This is an optimization exercise on Yosys and OpenROAD, whose aim is small area, a short achievable clock period and few clock cycles per item, not a production implementation.
In this exercise RTL edits were held to simulation tests only and were not proved equivalent to the original.
Power is estimated from default activity; no workload was simulated.

[constraint.sdc]
create_clock -name core_clock -period 9.0 [get_ports {clk}]
set_input_delay 1.8000 -clock core_clock [delete_from_list [all_inputs] [get_ports {clk}]]
set_output_delay 1.8000 -clock core_clock [all_outputs]
set_load 0.01 [all_outputs]
[design.v]
package rv_isa_pkg;
    typedef enum logic [6:0] {
        OP_LUI    = 7'b0110111,
        OP_AUIPC  = 7'b0010111,
        OP_JAL    = 7'b1101111,
        OP_JALR   = 7'b1100111,
        OP_BRANCH = 7'b1100011,
        OP_LOAD   = 7'b0000011,
        OP_STORE  = 7'b0100011,
        OP_OP_IMM = 7'b0010011,
        OP_OP     = 7'b0110011,
        OP_IMM_32 = 7'b0011011,
        OP_OP_32  = 7'b0111011,
        OP_SYSTEM = 7'b1110011
    } opcode_t;
    typedef enum logic [3:0] {
        ALU_ADD, ALU_SUB, ALU_AND, ALU_OR,
        ALU_XOR, ALU_SLL, ALU_SRL, ALU_SRA,
        ALU_SLT, ALU_SLTU, ALU_SEQ, ALU_SNE,
        ALU_SGE, ALU_SGEU
    } alu_op_t;
    typedef enum logic [1:0] {
        JUMP_NEVER,
        JUMP_ALWAYS,
        JUMP_ON_ALU
    } jump_cond_t;
endpackage
package ex_stage_pkg;
    localparam int XLEN_DEFAULT = 64;
    localparam int WORD_W = 32;
    localparam int INSTR_W = 32;
    typedef logic [INSTR_W-1:0] instr_t;
    typedef logic [WORD_W-1:0]  word_t;
    typedef enum logic {
        EX_IDLE,
        EX_COMPUTE
    } ex_state_t;
endpackage
module ex_sequencer (
    input  logic                 clk,
    input  logic                 reset,
    input  logic                 execute_enable,
    input  logic                 flush,
    input  ex_stage_pkg::instr_t instruction,
    output logic                 bubble,
    output logic                 execute_done
);
    assign bubble = (instruction == '0);
    always_ff @(posedge clk) begin
        if (reset) begin
            execute_done <= 1'b0;
        end else begin
            execute_done <= execute_enable && !flush;
        end
    end
endmodule
module ex_operand_select #(
    parameter int XLEN = ex_stage_pkg::XLEN_DEFAULT
) (
    input  rv_isa_pkg::opcode_t  op_code,
    input  logic [XLEN-1:0]      pc,
    input  logic [XLEN-1:0]      reg_a,
    input  logic [XLEN-1:0]      reg_b,
    input  logic [XLEN-1:0]      immed,
    output logic [XLEN-1:0]      operand_a,
    output logic [XLEN-1:0]      operand_b
);
    always_comb begin
        case (op_code)
            rv_isa_pkg::OP_AUIPC: begin
                operand_a = pc;
                operand_b = immed;
            end
            rv_isa_pkg::OP_LUI: begin
                operand_a = '0;
                operand_b = immed;
            end
            rv_isa_pkg::OP_JAL, rv_isa_pkg::OP_JALR: begin
                operand_a = pc;
                operand_b = XLEN'(4);
            end
            rv_isa_pkg::OP_BRANCH, rv_isa_pkg::OP_OP, rv_isa_pkg::OP_OP_32: begin
                operand_a = reg_a;
                operand_b = reg_b;
            end
            default: begin
                operand_a = reg_a;
                operand_b = immed;
            end
        endcase
    end
endmodule
module ex_alu #(
    parameter int XLEN = ex_stage_pkg::XLEN_DEFAULT
) (
    input  logic [XLEN-1:0]     operand_a,
    input  logic [XLEN-1:0]     operand_b,
    input  rv_isa_pkg::alu_op_t alu_op,
    input  logic                word_op,
    input  logic                bubble,
    output logic [XLEN-1:0]     result
);
    localparam int W = ex_stage_pkg::WORD_W;
    logic            sub;
    logic [XLEN-1:0] b_inv;
    logic [XLEN+1:0] sum_ext;
    logic [XLEN-1:0] sum;
    logic            carry;
    logic            lt_u;
    logic            lt_s;
    logic            eq;
    always_comb begin
        case (alu_op)
            rv_isa_pkg::ALU_SUB, rv_isa_pkg::ALU_SLT, rv_isa_pkg::ALU_SLTU,
            rv_isa_pkg::ALU_SGE, rv_isa_pkg::ALU_SGEU: sub = 1'b1;
            default: sub = 1'b0;
        endcase
    end
    assign b_inv   = operand_b ^ {XLEN{sub}};
    assign sum_ext = {1'b0, operand_a, 1'b1} + {1'b0, b_inv, sub};
    assign sum     = sum_ext[XLEN:1];
    assign carry   = sum_ext[XLEN+1];
    assign lt_u = ~carry;
    assign lt_s = lt_u ^ operand_a[XLEN-1] ^ operand_b[XLEN-1];
    assign eq   = (operand_a == operand_b);
    logic            is_sll;
    logic            is_sra;
    logic [5:0]      shamt;
    logic [XLEN-1:0] a_rev;
    logic [XLEN-1:0] sh_in;
    logic            fill;
    logic [XLEN-1:0] sh [0:6];
    logic [XLEN-1:0] sh_rev;
    assign is_sll = (alu_op == rv_isa_pkg::ALU_SLL);
    assign is_sra = (alu_op == rv_isa_pkg::ALU_SRA);
    assign shamt  = {operand_b[5] & ~word_op, operand_b[4:0]};
    assign fill   = is_sra & (word_op ? operand_a[W-1] : operand_a[XLEN-1]);
    always_comb begin
        for (int i = 0; i < XLEN; i++) a_rev[i] = operand_a[XLEN-1-i];
        if (is_sll)       sh_in = a_rev;
        else if (word_op) sh_in = {{(XLEN-W){fill}}, operand_a[W-1:0]};
        else              sh_in = operand_a;
    end
    always_comb begin
        sh[0] = sh_in;
        for (int s = 0; s < 6; s++) begin
            for (int i = 0; i < XLEN; i++) begin
                if (!shamt[s])              sh[s+1][i] = sh[s][i];
                else if (i + (1 << s) < XLEN) sh[s+1][i] = sh[s][i + (1 << s)];
                else                        sh[s+1][i] = fill;
            end
        end
        for (int i = 0; i < XLEN; i++) sh_rev[i] = sh[6][XLEN-1-i];
    end
    logic [XLEN-1:0] res;
    always_comb begin
        case (alu_op)
            rv_isa_pkg::ALU_ADD, rv_isa_pkg::ALU_SUB: res = sum;
            rv_isa_pkg::ALU_AND:  res = operand_a & operand_b;
            rv_isa_pkg::ALU_OR:   res = operand_a | operand_b;
            rv_isa_pkg::ALU_XOR:  res = operand_a ^ operand_b;
            rv_isa_pkg::ALU_SLL:  res = sh_rev;
            rv_isa_pkg::ALU_SRL, rv_isa_pkg::ALU_SRA: res = sh[6];
            rv_isa_pkg::ALU_SLT:  res = XLEN'(lt_s);
            rv_isa_pkg::ALU_SLTU: res = XLEN'(lt_u);
            rv_isa_pkg::ALU_SEQ:  res = XLEN'(eq);
            rv_isa_pkg::ALU_SNE:  res = XLEN'(!eq);
            rv_isa_pkg::ALU_SGE:  res = XLEN'(!lt_s);
            rv_isa_pkg::ALU_SGEU: res = XLEN'(!lt_u);
            default:  res = '0;
        endcase
        if (word_op) res[XLEN-1:W] = {(XLEN-W){res[W-1]}};
        if (bubble)  res = '0;
    end
    assign result = res;
endmodule
module ex_branch_resolve #(
    parameter int XLEN = ex_stage_pkg::XLEN_DEFAULT
) (
    input  logic                   clk,
    input  logic                   bubble,
    input  rv_isa_pkg::jump_cond_t jump_if,
    input  logic                   jump_absolute,
    input  logic [XLEN-1:0]        pc,
    input  logic [XLEN-1:0]        reg_a,
    input  logic [XLEN-1:0]        immed,
    input  logic [XLEN-1:0]        alu_result,
    output logic                   jump_taken,
    output logic [XLEN-1:0]        jump_pc
);
    logic            always_q;
    logic            on_alu_q;
    logic [XLEN-1:0] target_q;
    always_ff @(posedge clk) begin
        always_q <= !bubble && (jump_if == rv_isa_pkg::JUMP_ALWAYS);
        on_alu_q <= !bubble && (jump_if == rv_isa_pkg::JUMP_ON_ALU);
        target_q <= (jump_absolute ? reg_a : pc) + immed;
    end
    assign jump_taken = always_q || (on_alu_q && (alu_result == XLEN'(1)));
    assign jump_pc    = jump_taken ? target_q : '0;
endmodule
module execute_stage #(
    parameter int XLEN = ex_stage_pkg::XLEN_DEFAULT
) (
    input  logic                   clk,
    input  logic                   reset,
    input  logic                   execute_enable,
    input  logic                   flush,
    input  ex_stage_pkg::instr_t   instruction,
    input  logic [XLEN-1:0]        pc,
    input  logic [XLEN-1:0]        reg_a,
    input  logic [XLEN-1:0]        reg_b,
    input  rv_isa_pkg::opcode_t    op_code,
    input  rv_isa_pkg::alu_op_t    alu_op,
    input  logic                   word_op,
    input  logic [XLEN-1:0]        immed,
    input  rv_isa_pkg::jump_cond_t jump_if,
    input  logic                   jump_absolute,
    output logic [XLEN-1:0]        alu_data_out,
    output logic [XLEN-1:0]        jump_pc,
    output logic                   jump_taken,
    output logic                   execute_done
);
    logic            bubble;
    logic [XLEN-1:0] operand_a;
    logic [XLEN-1:0] operand_b;
    logic [XLEN-1:0] alu_result;
    ex_sequencer sequencer_i (
        .clk            (clk),
        .reset          (reset),
        .execute_enable (execute_enable),
        .flush          (flush),
        .instruction    (instruction),
        .bubble         (bubble),
        .execute_done   (execute_done)
    );
    ex_operand_select #(.XLEN(XLEN)) operand_select_i (
        .op_code   (op_code),
        .pc        (pc),
        .reg_a     (reg_a),
        .reg_b     (reg_b),
        .immed     (immed),
        .operand_a (operand_a),
        .operand_b (operand_b)
    );
    ex_alu #(.XLEN(XLEN)) alu_i (
        .operand_a (operand_a),
        .operand_b (operand_b),
        .alu_op    (alu_op),
        .word_op   (word_op),
        .bubble    (bubble),
        .result    (alu_result)
    );
    always_ff @(posedge clk) begin
        alu_data_out <= alu_result;
    end
    ex_branch_resolve #(.XLEN(XLEN)) branch_resolve_i (
        .clk           (clk),
        .bubble        (bubble),
        .jump_if       (jump_if),
        .jump_absolute (jump_absolute),
        .pc            (pc),
        .reg_a         (reg_a),
        .immed         (immed),
        .alu_result    (alu_data_out),
        .jump_taken    (jump_taken),
        .jump_pc       (jump_pc)
    );
endmodule
[config.mk]
export PLATFORM = sky130hd
export DESIGN_NAME = execute_stage
export DESIGN_NICKNAME = execute_stage
export VERILOG_FILES = /design/flow/design.v
export SDC_FILE = /design/flow/constraint.sdc
export NUM_CORES = 4
export LEC_CHECK = 0
export CAP_MARGIN = 40
export CORE_MARGIN = 2
export CORE_UTILIZATION = 30
export SLEW_MARGIN = 30
[run.sh]
#!/bin/bash
# synth_recipe.tcl (not shown) runs the flow's synth.tcl, then flattens the netlist and writes it again
# the make line also repeats each setting of config.mk as NAME=value (left out here)
make -C /OpenROAD-flow-scripts/flow DESIGN_CONFIG=/design/flow/config.mk WORK_HOME=/design/flow/orfs CLKGATE_MAP_FILE= SYNTH_SCRIPT=/design/flow/synth_recipe.tcl finish
==> summary.txt <==
Max clock buf depth: 2
Run status: complete, no violations
Final worst slack: 1120 ps
Area Growth Syn to Fin: 27.2%
Cell Chain, Critical Path: clkdlybuf4s50_1 -> nand4bb_1 -> o22a_4 -> buf_4 -> a22oi_1 -> inv_1 -> ha_1 -> a21oi_1 -> o211ai_1 -> a21oi_1 -> nand3_1 -> and3_1 -> o21ai_0 -> a21oi_1 -> buf_4 -> o21ai_0 -> o2bb2ai_1 -> xnor2_1 -> a211oi_1 -> o21ai_0
Via count: 31,383
Share of cells above drive strength 1: 10.3%
Fill cells: 8,669
# port buffers: 436
Placed Area: 30,800 sq um
Crit-path max cell delay: 700 ps
Net count after synthesis: 3,951
Initial antenna violation count: 13
Post-synth EDFFs: 0
Placer Congestion: 1.07
Final WL: 175 mm
Pre-Repair DR Iteration Count: 6
HPWL after detailed placement: 145 mm
Number of top-level pins: 437
Kind of critical path: in2reg
Vias in the first global route: 29,909
Largest net degree at the start of global routing: 65
Power per cell area: 137 nW/um^2
Setup_tns: 0 ps
Pleak: 12.9 nW
Yosys warns: 6
Layout Utilization: 38.4%
Die Area: 84,800 sq um
Startpoint types: input port
Dpl ws: 922 ps
RSZ-0062 raised after global routing: false
Most common cell after layout, fill and taps aside: clkdlybuf4s50_1
CTS root buffer: clkbuf_16
Crit-path max FO: 32
Cells after synthesis: 3,388
Register clock-pin slew on the reported worst setup and hold paths: 80 ps
TritonCTS clock tree: done
GRT overflow: 0
Total core area: 81,800 sq um
Die Wd: 291 um
Mean Syn Cell Area: 7.30 sq um
WP data required: 9380 ps
Layout Nets: 4,319
CTS Buf Count: 17
Slowest-stage cell, CP: a22oi_1
Highest clock rate: 0.127 GHz
Final setup violation count: 0
Total track usage: 39.7%
CP Capture Type: register
DP Cell Count: 4,799
Async SR Flop Fraction: 0%
Area occupied by multi-input gates: 20,500 sq um
Worst VDD drop: 129 uV
Crit path DAT: 8260 ps
Clk sink count: 131
Die Y: 291 um
DR iter-0 viols: 4,555
Synthesized area: 24,700 sq um
Slew margin rel.: 23.7%
Synth cell types: 99
Drt wl/cell: 36.0 um
Seq/Total Area, Yosys: 10.6%
Post-CTS Setup Bufs: 0
Post-CTS Resized: 0
Worst-margin pin slew: 1150 ps
Final Hold Fails: 0
Max-slew violation count: 0
First-pass GRT wire length: 240 mm
Via/cell ratio: 6.48
Non-filler cells, final: 4,846
Main flop type after synthesis: dfxtp_1
FP Rows: 105
CTS H-tree depth: 4
Drt drc: 0
Hold Crit Class: in2reg
DRT antenna net count: 0
Max_cap viols: 0
Synth Register Bits: 131
Hold_buf cts: 0
Initial Util: 30.2%
Most frequent cells in the layout: clkdlybuf4s50_1, a21oi_1, ha_1
Fin crit share: 87.6%
Final instance area: 31,500 sq um
FF+latch area: 2620 sq um
Crit path time final: 7880 ps
-- registers in the layout, indices dropped and copies added, names as in the netlist --
| name | count |
|---|---|
| alu_data_out | 64 |
| branch_resolve_i.always_q | 1 |
| branch_resolve_i.on_alu_q | 1 |
| branch_resolve_i.target_q | 64 |
| sequencer_i.execute_done | 1 |
-- critical path, delay by kind of cell --
family | cells | cell delay (ps)
adders and majority gates | 1 | 450
and+or+nand+nor | 3 | 870
buffers and inverters | 4 | 1360
AOI/OAI and AO/OA | 11 | 3460
xor gates and xnor gates | 1 | 270
-- layer usage --
metal	up-vias	track usage, %	share of wire [%]
met5	-	0	0.017
met4	4	21.5	6.3
met3	361	9.64	11
met2	2124	59.5	42
met1	15337	52.1	41
li1	13557	-	-
-- worst paths after layout --
| kind | startpoint | endpoint | slack [ps] | cells after the start |
|---|---|---|---|---|
| max | op_code[2] | alu_data_out[54] | 1120 | 20 |
| min | reset | sequencer_i.execute_done | 1820 | 2 |
-- cell usage after synthesis (31+ instances only) --
| library cell | number | area, sq um |
|---|---|---|
| a211oi_1 | 38 | 285 |
| a21o_1 | 94 | 706 |
| a21oi_1 | 317 | 1590 |
| a221oi_1 | 77 | 674 |
| a22o_1 | 31 | 272 |
| a22oi_1 | 85 | 638 |
| a31oi_1 | 37 | 231 |
| and3_1 | 74 | 463 |
| buf_2 | 44 | 220 |
| clkbuf_1 | 176 | 661 |
| dfxtp_1 | 131 | 2620 |
| ha_1 | 255 | 3190 |
| inv_1 | 163 | 612 |
| mux2_2 | 88 | 991 |
| mux2i_1 | 99 | 991 |
| nand2_1 | 223 | 837 |
| nand3_1 | 55 | 275 |
| nand4_1 | 48 | 300 |
| nor2_1 | 217 | 815 |
| nor2b_1 | 97 | 607 |
| nor3_1 | 32 | 160 |
| nor4_1 | 45 | 282 |
| o211ai_1 | 52 | 390 |
| o21a_1 | 40 | 300 |
| o21ai_0 | 194 | 971 |
| o221ai_1 | 44 | 385 |
| o22ai_1 | 39 | 244 |
| xnor2_1 | 88 | 771 |
| xor2_1 | 94 | 823 |
-- power by group --
part	switching, W	total (W)	internal, W
clock	0.000386	0.000754	0.000368
sequential	0.0000699	0.000775	0.000706
combinational	0.00175	0.00279	0.00104
-- logic make-up after synthesis --
family,count (synthesis),share of synthesized area [%]
adders and majority gates,256,13.0
DFF,131,10.6
buffers and inverters,435,7.23
AOI/OAI and AO/OA,1303,36.3
muxes,195,8.63
xor gates and xnor gates,182,6.44
and+or+nand+nor,886,17.8
-- through the flow --
step,power (W),hold slack (ps)
floorplan,0.00219,1880
global placement,0.00349,2350
detailed placement,0.00346,2350
CTS,0.00423,1800
global route,0.00446,1830
finish,0.00432,1820
-- area by class of cell --
cell class / instances / area share, %
Sequential cell: 131 / 8.34
Clock buffer: 17 / 1.35
Antenna cell: 7 / 0.0557
Inverter: 167 / 2.00
Timing Repair Buffer: 617 / 18.4
Clock inverter: 15 / 0.501
Tap cell: 1070 / 4.26
Multi-Input combinational cell: 2822 / 65.1
Testbench counts, summed over its fixed seeds: cycles 3,208, items 3,200.

[what the ideal ports hide]
In the flow no input, the clock included, has a driving cell. The finished layout below was timed again as built, in two steps.
Step 1 (the two cells are an assumption about what drives the block):
set clk [get_ports {clk}]
set_driving_cell -lib_cell sky130_fd_sc_hd__clkbuf_16 $clk
set_driving_cell -lib_cell sky130_fd_sc_hd__buf_2 [delete_from_list [all_inputs] $clk]
Step 2 adds t to the input delays and takes it off the output delays; t is the mean of the earliest and latest rising clock arrival at the registers after step 1. Input paths then give back, and output paths get back, about the clock's delay inside the block.
Three values: no drivers, after step 1, after step 2; two values: the first two.
t, ns: 0.566
setup WS [ns]: 1.118 / 1.149 / 0.583
hold WS [ns]: 1.820 / 1.779 / 2.345
clock arrival spread, ns: 0.022 / 0.022
cell pins on the clock port's net: 1
After both steps setup and hold are still met in this run. The setup slack of this run moves by +0.031 ns with the drivers and by -0.535 ns with both steps.
